What follows belongs to an exercise in optimizing a design on an open flow for small area, a short achievable clock period and few clock cycles per item; a production flow would make more cautious choices. The RTL was checked by simulation tests, not by an equivalence proof against the original design. Power is estimated from default activity; no workload was simulated.

== fjord ==
## matrix_multiply_engine
module matrix_multiply_engine (
    input  wire logic          i_clk,
    input  wire logic          i_rst_n,
    input  wire logic          i_in_valid,
    input  wire logic [23:0]   i_in_req,
    output logic               o_in_stall,
    output logic               o_out_valid,
    output logic [42:0]        o_out_req,
    input  wire logic          i_out_stall,
    input  wire logic          i_cfg_we,
    input  wire logic [1:0]    i_cfg_index,
    input  wire logic [3:0]    i_cfg_data
);
    localparam int MAC_LAT = 3;           
    localparam int NST     = MAC_LAT + 1;  
    logic [2:0] r_rl;
    logic [2:0] r_kl;
    logic [2:0] r_cl;
    logic [2:0] w_cfg_last;
    always_comb begin
        if (i_cfg_data == 4'd0) begin
            w_cfg_last = 3'd0;
        end else if (i_cfg_data > 4'd8) begin
            w_cfg_last = 3'd7;
        end else begin
            w_cfg_last = 3'(i_cfg_data - 4'd1);
        end
    end
    always_ff @(posedge i_clk) begin
        if (!i_rst_n) begin
            r_rl <= 3'd7;
            r_kl <= 3'd7;
            r_cl <= 3'd7;
        end else if (i_cfg_we) begin
            case (i_cfg_index)
                2'd0: r_rl <= w_cfg_last;
                2'd1: r_kl <= w_cfg_last;
                2'd2: r_cl <= w_cfg_last;
                default: ;
            endcase
        end
    end
    logic [23:0] r_q0;
    logic [23:0] r_q1;
    logic        r_v0;
    logic        r_v1;
    logic        r_stall;
    logic        w_take;
    logic        w_pop;
    logic        n_v0;
    logic        n_v1;
  ...
Size: about 11000 cells after synthesis, ~160000 sq um of cells after synthesis.
clock: 8.0 ns
lec_check: 0
abc_clock_period_in_ps: 3000
cap_margin: 20
core_margin: 2
core_utilization: 50
cts_cluster_diameter: 80
cts_cluster_size: 24
setup_slack_margin: 4.9
slew_margin: 20
run.sh (not shown) runs the stock make flow with config.mk's settings and CLKGATE_MAP_FILE= SYNTH_SCRIPT=/design/flow/synth_recipe.tcl, a recipe that flattens the netlist after the stock synthesis.
fjord has completed all stages; timing, DRC and antenna checks passed.
Testbench counts of fjord, summed over its fixed seeds: cycles 9,404, jobs 152.
Input changes introduced in zinc (baseline for comparison: fjord):
- setting PLACE_DENSITY to 0.75 for the first time
- changing SETUP_SLACK_MARGIN from 4.9 to 4.8
==> results.txt <==
zinc: done, clean on timing, DRC and antenna. Worst IR drop on VDD (higher): zinc. Higher worst reg-to-reg setup slack was reported by fjord, not zinc. Clock power (zinc over fjord): decrease, about 0.5%. Looking only at sequential share of layout area, and setting everything else aside, the higher value of zinc and fjord goes to zinc. Comparing depth of the worst register-to-register path for zinc and fjord, the smaller number came from zinc. fjord consumes more power than zinc. Global-route usage, zinc and fjord: smaller value in zinc. Via density per instance went up slightly going from fjord to zinc.
Input changes introduced in indigo (baseline for comparison: zinc):
- putting TNS_END_PERCENT at 10 where nothing was set
- clearing PLACE_DENSITY, which used to be 0.75
==> comparison <==
Timing, DRC, antenna: 0 failures across indigo and zinc
Utilization: indigo and zinc compared, higher one is zinc
Summary: final critical delay including setup and external delays, indigo worse than zinc
Between indigo and zinc, placer congestion estimate is higher for zinc, indigo comes in under that.
Comparing zinc against indigo, there is no change at all in netlist area before placement.
Looking at number of optimization iterations in the first detailed-route pass, indigo sits 5 below zinc.
For fraction of standard cell area in multi-input logic, indigo and zinc come out practically identical.
Compare indigo and zinc | synthesis-to-layout area growth lower: indigo
Area of the multi-input gates came out lower on indigo than on zinc.
Sum of routed wire length over all layers of indigo exceeds that of zinc by a few percent.
zinc has a higher ratio of cells with drive above 1 in the final layout than indigo.

* * *

Starting RTL as in the previous note.
export LEC_CHECK = 0
export ABC_CLOCK_PERIOD_IN_PS = 3000
export CAP_MARGIN = 20
export CORE_MARGIN = 2
export CORE_UTILIZATION = 50
export CTS_CLUSTER_DIAMETER = 60
export CTS_CLUSTER_SIZE = 30
export SETUP_SLACK_MARGIN = 4.8
export SLEW_MARGIN = 20
create_clock -name core_clock -period 8.0 [get_ports {i_clk}]
The first run ran to the end with no violations.
Testbench counts at the start, summed over its fixed seeds: cycles 9,404, jobs 152.
Edit:
- CORE_UTILIZATION: 50 -> 55
- CTS_CLUSTER_DIAMETER: 60 -> 80
- CTS_CLUSTER_SIZE: 30 -> 24
- PLACE_DENSITY: default -> 0.75
What happened:
- design area decreases by 1.5%
- setup slack is worse by 0.034 ns
- die area decreases by 9.0%
- clock skew increases by 0.011 ns
- global-route usage increases by 1.9 points
- register-to-register slack is worse by 0.10 ns
- clock-buffer cell count decreases by 12
Edit:
- CORE_UTILIZATION: 55 -> 42
- PLACE_DENSITY: 0.75 -> default
The changed run went through all stages and came out clean.
Global-route usage drops by 7.1 points.
Utilization drops by 15 points.
Setup slack gains 0.065 ns.
Final cell count climbs by a few percent.
Hold slack gains 0.0098 ns.
Final area barely changes.
Edit:
- CORE_UTILIZATION: 42 -> 50
Design area hardly moves.
Fmax grows slightly.
Wire length drops by a few percent.
Via count stays flat.
Worst setup slack is better by 0.021 ns.
Hold slack stays flat.
Count of clock-buffer cells in the layout falls by 4.
Critical path depth fell by 2.
Clock skew rose by 0.037 ns.
Cell count is lower by a few percent.
Global-route usage rises by 5.1 points.

## afterwards: timing with drivers on the ports
No port has a modelled driver above. Below, the same layouts with a new extraction and two added sets of constraints. Step 1 (the two cells are an assumption about what drives the block):
set clk [get_ports {i_clk}]
set_driving_cell -lib_cell sky130_fd_sc_hd__clkbuf_16 $clk
set_driving_cell -lib_cell sky130_fd_sc_hd__buf_2 [delete_from_list [all_inputs] $clk]
Step 2 moves the port delays by t, midway between the first and last clock arrival at a register: inputs arrive t later, outputs are due t later. That takes back most of the time a late clock gives input paths. Three values: no drivers, after step 1, after step 2; two values: the first two.
run	t (ns)	slack for setup (ns)	hold WS [ns]	worst data-port slew with drivers (ns)
fjord	0.996	4.759 / 4.759 / 4.222	0.346 / 0.346 / 0.346	0.05
zinc	0.958	4.678 / 4.678 / 4.031	0.346 / 0.346 / 0.346	0.04
indigo	0.994	4.414 / 4.414 / 3.608	0.326 / 0.326 / 0.326	0.05
the first run of note 2	1.042	4.693 / 4.751 / 3.721	0.345 / 0.345 / 0.345	0.05
the second run of note 2	1.010	4.659 / 4.659 / 4.080	0.333 / 0.333 / 0.333	0.04
the third run of note 2	0.994	4.724 / 4.724 / 4.065	0.343 / 0.343 / 0.343	0.09
the fourth run of note 2	1.000	4.745 / 4.745 / 3.858	0.345 / 0.345 / 0.345	0.05
After both steps every run listed still meets setup and hold. The setup slack of the first run of note 2, which loses most, moves by +0.058 ns with the drivers and by -0.972 ns with both steps.
